Context: an optimization exercise on an open-source flow, tuned for small area and a short achievable clock period. The choices shown serve that exercise and are no tape-out recipe.
Only simulation tests tie the RTL to the original design; equivalence was not proved.

## run.sh

```bash
#!/bin/bash
# synth_recipe.tcl (not shown) runs the flow's synth.tcl, then flattens the netlist and writes it again
# the make line also repeats each setting of config.mk as NAME=value (left out here)
make -C /OpenROAD-flow-scripts/flow DESIGN_CONFIG=/design/flow/config.mk WORK_HOME=/design/flow/orfs CLKGATE_MAP_FILE= SYNTH_SCRIPT=/design/flow/synth_recipe.tcl finish
```

## config.mk

```make
export PLATFORM = sky130hd
export DESIGN_NAME = iq_upconverter
export DESIGN_NICKNAME = iq_upconverter
export VERILOG_FILES = /design/flow/design.v
export SDC_FILE = /design/flow/constraint.sdc
export NUM_CORES = 4
export LEC_CHECK = 0
export CAP_MARGIN = 20
export CORE_MARGIN = 2
export CORE_UTILIZATION = 40
export SLEW_MARGIN = 20
```

## constraint.sdc

```tcl
create_clock -name core_clock -period 6.0 [get_ports {clk}]
set_input_delay 1.2000 -clock core_clock [delete_from_list [all_inputs] [get_ports {clk}]]
set_output_delay 1.2000 -clock core_clock [all_outputs]
set_load 0.01 [all_outputs]
```

## design.v

```verilog
package iq_upconv_pkg;
  localparam int LUT_SIZE = 16;
  localparam int PHASE_W  = $clog2(4 * LUT_SIZE);
  localparam int QTR_W    = $clog2(LUT_SIZE);
  localparam int LUT_W    = 12;
  localparam int DATA_W   = 12;
  localparam int OUT_W    = 12;
  localparam int PROD_W   = DATA_W + LUT_W;
  typedef enum logic [1:0] {
    QUAD_0,
    QUAD_1,
    QUAD_2,
    QUAD_3
  } quadrant_e;
  localparam logic [LUT_SIZE*LUT_W-1:0] QUARTER_SINE = {
    12'd2045,
    12'd2025,
    12'd1986,
    12'd1927,
    12'd1850,
    12'd1756,
    12'd1644,
    12'd1517,
    12'd1375,
    12'd1219,
    12'd1052,
    12'd875,
    12'd690,
    12'd497,
    12'd300,
    12'd100
  };   
endpackage
`timescale 1ns/1ps
import iq_upconv_pkg::*;
module sin_cos_iq_gen (
  input  logic                     clk,
  input  logic                     rstn,
  input  logic                     en,
  input  logic signed [DATA_W-1:0] i_data,
  input  logic signed [DATA_W-1:0] q_data,
  output logic                     gen_valid,
  output logic signed [LUT_W-1:0]  gen_sin,
  output logic signed [LUT_W-1:0]  gen_cos,
  output logic signed [DATA_W-1:0] gen_i,
  output logic signed [DATA_W-1:0] gen_q
);
  logic [PHASE_W-1:0]      phase;
  logic [PHASE_W-1:0]      cos_phase;
  logic [1:0]              sin_quad;   
  logic [1:0]              cos_quad;
  logic [QTR_W-1:0]        sin_idx;
  logic [QTR_W-1:0]        cos_idx;
  logic signed [LUT_W-1:0] sin_entry;
  logic signed [LUT_W-1:0] cos_entry;
  logic signed [LUT_W-1:0] sin_val;
  logic signed [LUT_W-1:0] cos_val;
  assign cos_phase = phase + PHASE_W'(LUT_SIZE);   
  always_comb begin
    sin_quad = phase[PHASE_W-1:QTR_W];
    cos_quad = cos_phase[PHASE_W-1:QTR_W];
    sin_idx  = sin_quad[0] ? ~phase[QTR_W-1:0] : phase[QTR_W-1:0];
    cos_idx  = cos_quad[0] ? ~cos_phase[QTR_W-1:0] : cos_phase[QTR_W-1:0];
    sin_entry = iq_upconv_pkg::QUARTER_SINE[sin_idx*LUT_W +: LUT_W];
    cos_entry = iq_upconv_pkg::QUARTER_SINE[cos_idx*LUT_W +: LUT_W];
    sin_val  = sin_quad[1] ? -sin_entry : sin_entry;
    cos_val  = cos_quad[1] ? -cos_entry : cos_entry;
  end
  always_ff @(posedge clk or negedge rstn) begin
    if (!rstn) begin
      phase <= '0;
    end else if (en) begin
      phase <= phase + 1'b1;   
    end
  end
  always_ff @(posedge clk or negedge rstn) begin
    if (!rstn) begin
      gen_valid <= 1'b0;
      gen_sin   <= '0;
      gen_cos   <= '0;
      gen_i     <= '0;
      gen_q     <= '0;
    end else begin
      gen_valid <= en;
      if (en) begin
        gen_sin <= sin_val;
        gen_cos <= cos_val;
        gen_i   <= i_data;   
        gen_q   <= q_data;
      end
    end
  end
endmodule
`timescale 1ns/1ps
import iq_upconv_pkg::*;
module iq_mixer (
  input  logic                     clk,
  input  logic                     rstn,
  input  logic                     gen_valid,
  input  logic signed [LUT_W-1:0]  gen_sin,
  input  logic signed [LUT_W-1:0]  gen_cos,
  input  logic signed [DATA_W-1:0] gen_i,
  input  logic signed [DATA_W-1:0] gen_q,
  output logic                     mix_valid,
  output logic signed [PROD_W-1:0] prod_ic,
  output logic signed [PROD_W-1:0] prod_qs
);
  logic signed [PROD_W-1:0] ic_full;
  logic signed [PROD_W-1:0] qs_full;
  assign ic_full = gen_i * gen_cos;
  assign qs_full = gen_q * gen_sin;
  always_ff @(posedge clk or negedge rstn) begin
    if (!rstn) begin
      mix_valid <= 1'b0;
    end else begin
      mix_valid <= gen_valid;
    end
  end
  always_ff @(posedge clk or negedge rstn) begin
    if (!rstn) begin
      prod_ic <= '0;
      prod_qs <= '0;
    end else if (gen_valid) begin
      prod_ic <= ic_full;
      prod_qs <= qs_full;
    end
  end
endmodule
`timescale 1ns/1ps
import iq_upconv_pkg::*;
module if_combiner (
  input  logic                     clk,
  input  logic                     rstn,
  input  logic                     mix_valid,
  input  logic signed [PROD_W-1:0] prod_ic,
  input  logic signed [PROD_W-1:0] prod_qs,
  output logic                     if_valid,
  output logic signed [OUT_W-1:0]  if_data
);
  logic signed [PROD_W:0]  diff;
  logic signed [PROD_W:0]  rounded;
  logic signed [PROD_W:0]  scaled;
  logic                    in_range;
  logic signed [OUT_W-1:0] clamped;
  always_comb begin
    diff    = prod_ic - prod_qs;   
    rounded = diff + (PROD_W + 1)'(2 ** (LUT_W - 2));
    scaled  = rounded >>> (LUT_W - 1);
    in_range = (&scaled[PROD_W:OUT_W-1]) || !(|scaled[PROD_W:OUT_W-1]);
    if (in_range) begin
      clamped = scaled[OUT_W-1:0];
    end else if (scaled[PROD_W]) begin
      clamped = {1'b1, {(OUT_W - 1){1'b0}}};   
    end else begin
      clamped = {1'b0, {(OUT_W - 1){1'b1}}};   
    end
  end
  always_ff @(posedge clk or negedge rstn) begin
    if (!rstn) begin
      if_valid <= 1'b0;
      if_data  <= '0;
    end else begin
      if_valid <= mix_valid;
      if (mix_valid) begin
        if_data <= clamped;
      end
    end
  end
endmodule
`timescale 1ns/1ps
import iq_upconv_pkg::*;
module iq_upconverter (
  input  logic                     clk,
  input  logic                     rstn,
  input  logic                     en,
  input  logic signed [DATA_W-1:0] i_data,
  input  logic signed [DATA_W-1:0] q_data,
  output logic                     if_valid,
  output logic signed [OUT_W-1:0]  if_data
);
  logic                     gen_valid;
  logic signed [LUT_W-1:0]  gen_sin;
  logic signed [LUT_W-1:0]  gen_cos;
  logic signed [DATA_W-1:0] gen_i;
  logic signed [DATA_W-1:0] gen_q;
  logic                     mix_valid;
  logic signed [PROD_W-1:0] prod_ic;
  logic signed [PROD_W-1:0] prod_qs;
  sin_cos_iq_gen gen_i0 (
    .clk       (clk),
    .rstn      (rstn),
    .en        (en),
    .i_data    (i_data),
    .q_data    (q_data),
    .gen_valid (gen_valid),
    .gen_sin   (gen_sin),
    .gen_cos   (gen_cos),
    .gen_i     (gen_i),
    .gen_q     (gen_q)
  );
  iq_mixer mixer_i (
    .clk       (clk),
    .rstn      (rstn),
    .gen_valid (gen_valid),
    .gen_sin   (gen_sin),
    .gen_cos   (gen_cos),
    .gen_i     (gen_i),
    .gen_q     (gen_q),
    .mix_valid (mix_valid),
    .prod_ic   (prod_ic),
    .prod_qs   (prod_qs)
  );
  if_combiner combiner_i (
    .clk       (clk),
    .rstn      (rstn),
    .mix_valid (mix_valid),
    .prod_ic   (prod_ic),
    .prod_qs   (prod_qs),
    .if_valid  (if_valid),
    .if_data   (if_data)
  );
endmodule
```

==> run summary <==
## area by class of cell
type,count,area [um2]
Clock inverter,14,150
Clock buffer,18,439
Timing Repair Buffer,55,515
Tap cell,585,732
Sequential cell,117,2930
Inverter,383,1440
Multi-Input combinational cell,1267,12600
Fill cell,4186,24100
## flip-flops by register name, indices dropped and copies added, names as in the netlist
name	flops
gen_i0.gen_i	12
mixer_i.prod_qs	24
gen_i0.gen_valid	1
gen_i0.phase	6
mixer_i.mix_valid	1
combiner_i.if_valid	1
gen_i0.gen_q	12
combiner_i.if_data	12
gen_i0.gen_cos	12
gen_i0.gen_sin	12
mixer_i.prod_ic	24
## placed cells by master, fill, tap and decap left out, types with 16 or more instances in the layout
| cell | count |
|---|---|
| inv_1 | 382 |
| fa_1 | 276 |
| nand2_1 | 243 |
| ha_1 | 158 |
| dfrtp_1 | 116 |
| and2_1 | 87 |
| nor2_1 | 78 |
| xnor2_1 | 66 |
| o21ai_0 | 58 |
| a21oi_1 | 57 |
| mux2_2 | 53 |
| clkdlybuf4s50_1 | 37 |
| xor2_1 | 25 |
| clkbuf_16 | 17 |
| nand2b_1 | 16 |
| nand3_1 | 16 |
| buf_4 | 16 |
## stage by stage
step | hold WS (ns)
after CTS | 0.518
after detailed placement | 0.505
final | 0.509
after global placement | 0.496
after floorplan | 0.352
after global routing | 0.527
## critical path, stage by stage (launching register included)
cell	delay, ns
dfrtp_1	0.61
nand2_1	0.14
fa_1	0.55
inv_1	0.04
ha_1	0.29
fa_1	0.50
inv_1	0.05
fa_1	0.50
fa_1	0.55
inv_1	0.04
ha_1	0.33
nor2b_1	0.16
o21ai_2	0.10
nand2b_1	0.12
a311o_1	0.43
a311oi_4	0.45
o21ai_2	0.09
a41oi_2	0.20
xnor2_1	0.08
mux2_2	0.26
## final timing paths
path	to	slack [ns]	cells past startpoint
max	mixer_i.prod_qs[23]	0.37	19
min	mixer_i.prod_ic[13]	0.51	1
max reg2reg	mixer_i.prod_qs[23]	0.37	19
min reg2reg	mixer_i.prod_ic[13]	0.51	1
max in group asynchronous	gen_i0.gen_valid	4.59	2
min in group asynchronous	gen_i0.gen_q[3]	0.82	2
## cell families (layout without fill, tap and decap cells)
family | Yosys count | count (layout) | share of synthesized area (%)
AOI/OAI and AO/OA | 206 | 206 | 8.35
xor gates and xnor gates | 92 | 92 | 4.78
adders and majority gates | 435 | 435 | 43.5
buffers and inverters | 461 | 470 | 10.1
DFF | 117 | 117 | 17.0
muxes | 59 | 59 | 3.80
and+or+nand+nor | 475 | 475 | 12.5
## layer usage
| metal | vias to the layer above | share of wire (%) | global-route usage [%] |
|---|---|---|---|
| li1 | 5675 | - | - |
| met1 | 5933 | 47 | 24.6 |
| met2 | 164 | 48 | 30.5 |
| met3 | 28 | 3.2 | 2.92 |
| met4 | 0 | 1.1 | 3.96 |
| met5 | - | 0 | 0 |
==> results.py <==
metrics = {
    "routing": {
        "wl_per_cell_um": 15.0,
        "route.vias.total": 11800,
        "routed_wl_mm": 36.6,
        "drtIter0Drc": 629,
        "firstDrtPassIters": 5,
        "via_per_inst": 4.84,
        "route.detailed.drc": 0,
        "ant_nets": 0,
    },
    "yosys": {
        "synth.avg_cell_area_um2": 9.36,
        "ys_seq_elements": 117,
        "yosysMostFrequentCell": "inv_1",
        "synth_edf_count": 0,
        "yosysSeqAreaShare_pct": 17.0,
        "ys.flop_type": "dfrtp_1",
        "netlist.area_leader.share_pct": 32.0,
        "netlist_top_cells_area": "fa_1 (32%), dfrtp_1 (17%), ha_1 (12%)",
        "synth_async_sr_flop_share_pct": 100,
        "yosysTopAreaCell": "fa_1",
        "synth_common_cells": "inv_1 (382), fa_1 (276), nand2_1 (243), ha_1 (159), dfrtp_1 (117)",
        "yosys_warnings": 3,
        "synth_cells": 1845,
        "synth_nets": 2307,
        "ys_types": 67,
        "syn_area_mm2": 0.0173,
    },
    "timing": {
        "maxSlewViolCount": 0,
        "rsz0062_at_grt": "false",
        "fin_tns_setup_ns": 0,
        "hold_viol": 0,
        "fin_skew_ns": 0.0124,
        "max_freq_ghz": 0.178,
        "setup_viol_count_final": 0,
        "min_period_over_period_pct": 93.9,
        "final.setup.worst_slack_ns": 0.369,
        "max-slew-margin-rel_pct": 29.9,
        "min_period_ns": 5.63,
        "tightest_slew_ns": 1.05,
    },
    "finish": {
        "drive_gt1_share_pct": 7.61,
        "syn2layout_area_growth_pct": 8.86,
        "layout.nets": 2303,
        "final_cell_count_no_fill": 2439,
        "diodes": 0,
        "finalInstanceArea_mm2": 0.0188,
        "post-route-util_pct": 43.8,
    },
    "die": {
        "num_io_pins": 40,
        "die_area_mm2": 0.0448,
        "core_area_mm2": 0.0429,
        "die_w_um": 212,
        "std_cell_rows": 76,
        "initial_core_util_pct": 40.3,
        "die_h_um": 212,
    },
    "clocking": {
        "clock_latency_ns": 0.45,
        "cts_resized": 0,
        "clk_path_buf_depth": 2,
        "cts_tree": "yes",
        "post_cts_buffers": 0,
        "cts-root-buf": "clkbuf_16",
        "h-tree-depth": 4,
        "cts.reportedPaths.clkPinSlew_ns": 0.06,
        "cts_buffers": 17,
        "cts_sinks": 117,
        "hold_buffers": 0,
    },
    "grt": {
        "grt_pass1_vias": 12800,
        "antenna_found_initial": 0,
        "track_usage_pct": 18.1,
        "grt_overflow": 0,
        "grt_pass1_wl_mm": 64.5,
        "grt_start_max_net_pins": 118,
    },
    "worst_hold_path": {
        "hp-class": "reg2reg",
        "min_from": "mixer_i.prod_ic[13]",
    },
    "critical_path": {
        "startpoint": "gen_i0.gen_sin[0]",
        "cp-start-kind": "flip-flop",
        "path_class": "reg2reg",
        "cp_data_arrival_time_ns": 5.97,
        "cp-end-kind": "flip-flop",
        "reg2reg_from": "gen_i0.gen_sin[0]",
        "cp.required_ns": 6.34,
        "worstPathMaxFanout": 13,
    },
    "place": {
        "postPlaceCellArea_mm2": 0.0182,
        "pre_cts_slack_ns": 0.392,
        "place_congestion": 0.846,
        "place_inst": 2407,
        "place_hpwl_mm": 29.7,
        "io_buffers": 39,
    },
    "status": {
        "status": "complete, no violations",
    },
    "job": {
        "maxCapViolCount": 0,
    },
}

## re-timing with driven ports
Ports are ideal in the flow. The routed layout listed here was re-timed in OpenROAD. Step 1 sets driving cells, clkbuf_16 on the clock port and buf_2 on the other inputs (assumed; they add their load-dependent delay and slew). Step 2 times the ports against the registers' clock, not the clock port: input delays grow and output delays shrink by t, the midpoint of the rising clock arrivals with the driver on. a / b / c = no drivers / after step 1 / after step 2; a / b = the first two.
t (ns): 0.497
setup slack, ns: 0.369 / 0.369 / 0.369
clock arrival spread, ns: 0.014 / 0.014
After both steps this run still meets setup and hold. For this run, drivers alone change the setup slack by 0.000 ns; drivers and shift together by 0.000 ns.
